This is an optimization exercise on Yosys and OpenROAD, whose aim is small area, a short achievable clock period and few clock cycles per item, not a production implementation.
The RTL was checked by simulation tests, not by an equivalence proof against the original design.
No activity file was given, so power comes from the tool's default toggle rates.

## run 1
Design ex_stage_top, start of the top module:
module ex_stage_top
(
	input  logic        clk,
	input  logic        reset_i,
	input  logic        issue_valid_i,
	input  logic [31:0] issue_inst_i,
	input  logic [63:0] issue_op1_i,
	input  logic [63:0] issue_op2_i,
	input  logic [63:0] issue_base_i,
	input  logic [63:0] issue_offset_i,
	input  logic [4:0]  issue_rd_i,
	output logic        wb_valid_o,
	output logic [4:0]  wb_rd_o,
	output logic [63:0] wb_data_o,
	output logic        redirect_valid_o,
	output logic [63:0] redirect_target_o,
	output logic        hold_o
);
	localparam int D     = 8;
	localparam int SB    = 2 * D;
	localparam int NSTEP = 64 / SB;
	localparam int NSW   = 32 / SB;
	localparam int CW    = (NSTEP > 1) ? $clog2(NSTEP) : 1;
	localparam int SW    = 65 + SB;
	logic [6:0] opc;
	logic [2:0] f3;
	logic [6:0] f7;
	logic       f7_zero;
	logic       f7_alt;
	logic       i6_zero;
	logic       i6_alt;
	assign opc     = issue_inst_i[6:0];
	assign f3      = issue_inst_i[14:12];
	assign f7      = issue_inst_i[31:25];
	assign f7_zero = f7 == 7'b0000000;
	assign f7_alt  = f7 == 7'b0100000;
	assign i6_zero = issue_inst_i[31:26] == 6'b000000;
	assign i6_alt  = issue_inst_i[31:26] == 6'b010000;
	logic op_op;
	logic op_imm;
	logic op_32;
	logic op_imm32;
	logic op_br;
	logic op_jal;
	logic op_jalr;
	logic op_lui;
	logic op_auipc;
	assign op_op    = opc == 7'b0110011;
	assign op_imm   = opc == 7'b0010011;
	assign op_32    = opc == 7'b0111011;
	assign op_imm32 = opc == 7'b0011011;
	assign op_br    = opc == 7'b1100011;
	assign op_jal   = opc == 7'b1101111;
	assign op_jalr  = opc == 7'b1100111;
  ...
Settings: LEC_CHECK=0, ABC_AREA=1, CAP_MARGIN=20, CORE_MARGIN=2, CORE_UTILIZATION=70, PLACE_DENSITY=0.75, SETUP_SLACK_MARGIN=4, SLEW_MARGIN=20; clock period 9.0 ns.
standard.sh (not shown) runs the stock make flow with config.mk's settings and CLKGATE_MAP_FILE= SYNTH_SCRIPT=/design/flow/synth_recipe.tcl, a recipe that flattens the netlist after the stock synthesis.
==> flow/flow/run.sh <==
#!/bin/bash
# Layout flow: the standard flow (standard.sh) with two changes that help
# timing and area on sky130hd:
#  - the input and output port buffers are buf_4 cells; by default
#    buffer_ports picks the smallest buffer, a clkdlybuf4s50 delay cell, and
#    footprint-matched sizing can then only swap it for other delay cells;
#  - sizing may pick any equivalent cell, not only one of the same footprint.
# Synthesis is the standard synthesis, unchanged. Each step logs to its own
# file in the folder this runs in.
set -euo pipefail
bash standard.sh synth > synth.log 2>&1
sed 's|"\${@:-finish}"|"BUFFER_PORTS_ARGS=-buffer_cell sky130_fd_sc_hd__buf_4" MATCH_CELL_FOOTPRINT=0 "${@:-finish}"|' \
	standard.sh > standard_tuned.sh
grep -q MATCH_CELL_FOOTPRINT=0 standard_tuned.sh
bash standard_tuned.sh finish > layout.log 2>&1
test -s out/final.def
For run 1, the flow was terminated by a tool error in 5_1_grt and produced no final design.
Testbench counts of run 1, summed over its fixed seeds: cycles 11,373, instructions 8,000.
### run 1 -> run 2
# run 1
export LEC_CHECK = 0
export ABC_AREA = 1
export CAP_MARGIN = 20
export CORE_MARGIN = 2
export CORE_UTILIZATION = 70
export PLACE_DENSITY = 0.75
export SETUP_SLACK_MARGIN = 4
export SLEW_MARGIN = 20
create_clock -name core_clock -period 9.0 [get_ports {clk}]
# run 2
export LEC_CHECK = 0
export ABC_AREA = 1
export CAP_MARGIN = 20
export CORE_MARGIN = 2
export CORE_UTILIZATION = 40
export SETUP_SLACK_MARGIN = 4
export SLEW_MARGIN = 20
create_clock -name core_clock -period 9.0 [get_ports {clk}]
==> flow/run.sh (new file) <==
#!/bin/bash
# synth_recipe.tcl (not shown) runs the flow's synth.tcl, then flattens the netlist and writes it again
# the make line also repeats each setting of config.mk as NAME=value (left out here)
make -C /OpenROAD-flow-scripts/flow DESIGN_CONFIG=/design/flow/config.mk WORK_HOME=/design/flow/orfs CLKGATE_MAP_FILE= SYNTH_SCRIPT=/design/flow/synth_recipe.tcl finish
removed: flow/flow/run.sh
removed: flow/standard.sh
Run 2 finished every step from synthesis to the final layout, and the layout passed the timing, DRC and antenna checks. Diff run 1 -> run 2 | number of clock buffers inserted by TritonCTS | increase of 1. Summary of run 2 over run 1: initial standard-cell utilization of the core has decreased; number of placed I/O pins held; placed wire-length estimate rose 60000 um; total setup buffers inserted after CTS +about 100%; floorplan row count shows an increase of 33%. Measured against run 2, the final weighted congestion in routability-driven placement of run 1 comes out at 1.17 times the reference value. From run 1 to run 2 the numbers moved as follows: post-cts repair resize count went up, x dimension of the die now sits higher.
For run 3, these inputs were changed with respect to run 2:
==> flow/flow/run.sh (new file) <==
#!/bin/bash
# Layout flow: the standard flow (standard.sh) with two changes that help
# timing and area on sky130hd:
#  - the input and output port buffers are buf_4 cells; by default
#    buffer_ports picks the smallest buffer, a clkdlybuf4s50 delay cell, and
#    footprint-matched sizing can then only swap it for other delay cells;
#  - sizing may pick any equivalent cell, not only one of the same footprint.
# Synthesis is the standard synthesis, unchanged. Each step logs to its own
# file in the folder this runs in.
set -euo pipefail
bash standard.sh synth > synth.log 2>&1
sed 's|"\${@:-finish}"|"BUFFER_PORTS_ARGS=-buffer_cell sky130_fd_sc_hd__buf_4" MATCH_CELL_FOOTPRINT=0 "${@:-finish}"|' \
	standard.sh > standard_tuned.sh
grep -q MATCH_CELL_FOOTPRINT=0 standard_tuned.sh
bash standard_tuned.sh finish > layout.log 2>&1
test -s out/final.def
==> flow/standard.sh (new file) <==
#!/bin/bash
# synth_recipe.tcl (not shown) runs the flow's synth.tcl, then flattens the netlist and writes it again
# the make line also repeats each setting of config.mk as NAME=value (left out here)
make -C /OpenROAD-flow-scripts/flow DESIGN_CONFIG=/design/flow/config.mk WORK_HOME=/design/flow/orfs CLKGATE_MAP_FILE= SYNTH_SCRIPT=/design/flow/synth_recipe.tcl "${@:-finish}"
removed: flow/run.sh
Notes after the runs:
Run 2 leaves more setup margin than run 3. Run 3 vs run 2 — final non-filler cell area dropped 1.6%. As far as final cell count is concerned, run 3 and run 2 perform about the same. Higher final estimated routing congestion in global placement among run 2 and run 3: run 3. Run 3: power drawn by the clock network about 2% above run 2. Global-route usage in run 3 is 0.16 points above run 2. A cell type of the slowest stage on the worst timing path of sky130_fd_sc_hd__o21ai_0 is what run 3 shows, while sky130_fd_sc_hd__clkdlybuf4s50_1 belongs to run 2.

========
== exp/indigo ==
Another version of the RTL of ex_stage_top (not shown whole).
For scale: ~310 flip-flops.
==> flow/design.v (excerpt) <==
module ex_stage_top
(
	input  logic        clk,
	input  logic        reset_i,
	input  logic        issue_valid_i,
	input  logic [31:0] issue_inst_i,
	input  logic [63:0] issue_op1_i,
	input  logic [63:0] issue_op2_i,
	input  logic [63:0] issue_base_i,
	input  logic [63:0] issue_offset_i,
	input  logic [4:0]  issue_rd_i,
	output logic        wb_valid_o,
	output logic [4:0]  wb_rd_o,
	output logic [63:0] wb_data_o,
	output logic        redirect_valid_o,
	output logic [63:0] redirect_target_o,
	output logic        hold_o
);
	localparam int D     = 8;
	localparam int SB    = 2 * D;
	localparam int NSTEP = 64 / SB;
	localparam int NSW   = 32 / SB;
	localparam int CW    = (NSTEP > 1) ? $clog2(NSTEP) : 1;
	localparam int SW    = 65 + SB;
	logic [6:0] opc;
	logic [2:0] f3;
	logic [6:0] f7;
	logic       f7_zero;
	logic       f7_alt;
	logic       i6_zero;
	logic       i6_alt;
	assign opc     = issue_inst_i[6:0];
	assign f3      = issue_inst_i[14:12];
	assign f7      = issue_inst_i[31:25];
	assign f7_zero = f7 == 7'b0000000;
	assign f7_alt  = f7 == 7'b0100000;
	assign i6_zero = issue_inst_i[31:26] == 6'b000000;
	assign i6_alt  = issue_inst_i[31:26] == 6'b010000;
	logic op_op;
	logic op_imm;
	logic op_32;
	logic op_imm32;
	logic op_br;
	logic op_jal;
	logic op_jalr;
	logic op_lui;
	logic op_auipc;
	assign op_op    = opc == 7'b0110011;
	assign op_imm   = opc == 7'b0010011;
	assign op_32    = opc == 7'b0111011;
  ...
Settings: LEC_CHECK=0, ABC_AREA=1, CAP_MARGIN=20, CORE_MARGIN=2, CORE_UTILIZATION=55, SETUP_SLACK_MARGIN=4, SLEW_MARGIN=20; clock period 9.0 ns.
==> flow/flow/run.sh <==
#!/bin/bash
# Layout flow: the standard flow (standard.sh) with two changes that help
# timing and area on sky130hd:
#  - the input and output port buffers are buf_4 cells; by default
#    buffer_ports picks the smallest buffer, a clkdlybuf4s50 delay cell, and
#    footprint-matched sizing can then only swap it for other delay cells;
#  - sizing may pick any equivalent cell, not only one of the same footprint.
# Synthesis is the standard synthesis, unchanged. Each step logs to its own
# file in the folder this runs in.
set -euo pipefail
bash standard.sh synth > synth.log 2>&1
sed 's|"\${@:-finish}"|"BUFFER_PORTS_ARGS=-buffer_cell sky130_fd_sc_hd__buf_4" MATCH_CELL_FOOTPRINT=0 "${@:-finish}"|' \
	standard.sh > standard_tuned.sh
grep -q MATCH_CELL_FOOTPRINT=0 standard_tuned.sh
bash standard_tuned.sh finish > layout.log 2>&1
test -s out/final.def
Testbench counts of exp/indigo, summed over its fixed seeds: cycles 11,373, instructions 8,000.
Here is what was changed in the inputs of exp/xenon compared with exp/indigo.
diff --git a/flow/config.mk b/flow/config.mk
--- a/flow/config.mk
+++ b/flow/config.mk
@@ -9 +9 @@
-export CAP_MARGIN = 20
+export CAP_MARGIN = 10
@@ -11 +11 @@
-export CORE_UTILIZATION = 55
+export CORE_UTILIZATION = 50
@@ -13 +13,2 @@
-export SLEW_MARGIN = 20
+export SLEW_MARGIN = 10
+export SYNTH_HIERARCHICAL = 1
==> notes.md <==
- Total count of hold-check failures in the final report: exp/indigo vs exp/xenon identical
- Summary of exp/xenon over exp/indigo: fraction of layout cells with a size suffix above 1 moved down, synthesis-to-layout area growth moved down, largest net degree at the start of global routing moved up.
- Area occupied by registers: exp/indigo vs exp/xenon — no meaningful difference
- exp/xenon went all the way through synthesis, placement and routing and the layout is clean on timing, DRC and antenna.
- On combinational power: exp/xenon sits below exp/indigo.
[inputs] exp/juniper vs exp/xenon
diff --git a/flow/config.mk b/flow/config.mk
--- a/flow/config.mk
+++ b/flow/config.mk
@@ -9 +9 @@
-export CAP_MARGIN = 10
+export CAP_MARGIN = 0
@@ -13,2 +13 @@
-export SLEW_MARGIN = 10
-export SYNTH_HIERARCHICAL = 1
+export SLEW_MARGIN = 0
- Both conditions hold for exp/juniper: the flow ran to the end and the final layout passed the timing, DRC and antenna checks.
- Diff exp/xenon -> exp/juniper: area of the die fell 4100 µm², critical path required time moved down, horizontal extent of the die now sits lower.
Changes in exp/nickel relative to exp/juniper:
diff --git a/flow/config.mk b/flow/config.mk
--- a/flow/config.mk
+++ b/flow/config.mk
@@ -9 +9 @@
-export CAP_MARGIN = 0
+export CAP_MARGIN = 10
@@ -13 +13 @@
-export SLEW_MARGIN = 0
+export SLEW_MARGIN = 10
Findings:
- Status: worst hold slack parity (exp/juniper, exp/nickel)
- Diff exp/nickel..exp/juniper | first-pass detailed-route iteration total | unchanged
- exp/juniper -> exp/nickel: sequential power flat
- Switching power: exp/juniper vs exp/nickel identical
- Comparing exp/juniper against exp/nickel, there is no change at all in design area.
- The combinational share of power was comparable across exp/juniper and exp/nickel.

## what the ideal ports hide
The results above use ideal ports. As a check the final layouts listed here were re-extracted and re-timed, cells and wires unchanged.
Step 1: set_driving_cell puts a clkbuf_16 on clk and a buf_2 on each other input, an assumption about the parent block.
Step 2, shift: input delay + t, output delay - t, t = (earliest + latest rising clock arrival at the registers) / 2. This alone moves slack from input paths to output paths.
a / b / c = ideal ports / drivers / drivers and shift; a / b = the first two.
run	t (ns)	setup WS [ns]	hold slack, ns	worst setup path at the end
run 2	0.668	3.854 / 3.869 / 3.228	0.455 / 0.455 / 0.455	input to register
run 3	0.653	3.763 / 3.696 / 3.293	0.463 / 0.463 / 0.463	input to register
exp/indigo	0.690	3.838 / 3.759 / 3.241	0.419 / 0.419 / 0.419	input to register
exp/xenon	0.677	3.773 / 3.822 / 3.145	0.421 / 0.421 / 0.421	input to register
exp/juniper	0.680	3.970 / 3.902 / 3.424	0.415 / 0.415 / 0.415	input to register
exp/nickel	0.680	3.970 / 3.902 / 3.424	0.415 / 0.415 / 0.415	input to register
After both steps setup and hold are still met in every run listed. For exp/xenon, which loses most, drivers alone change the setup slack by +0.049 ns; drivers and shift together by -0.628 ns.
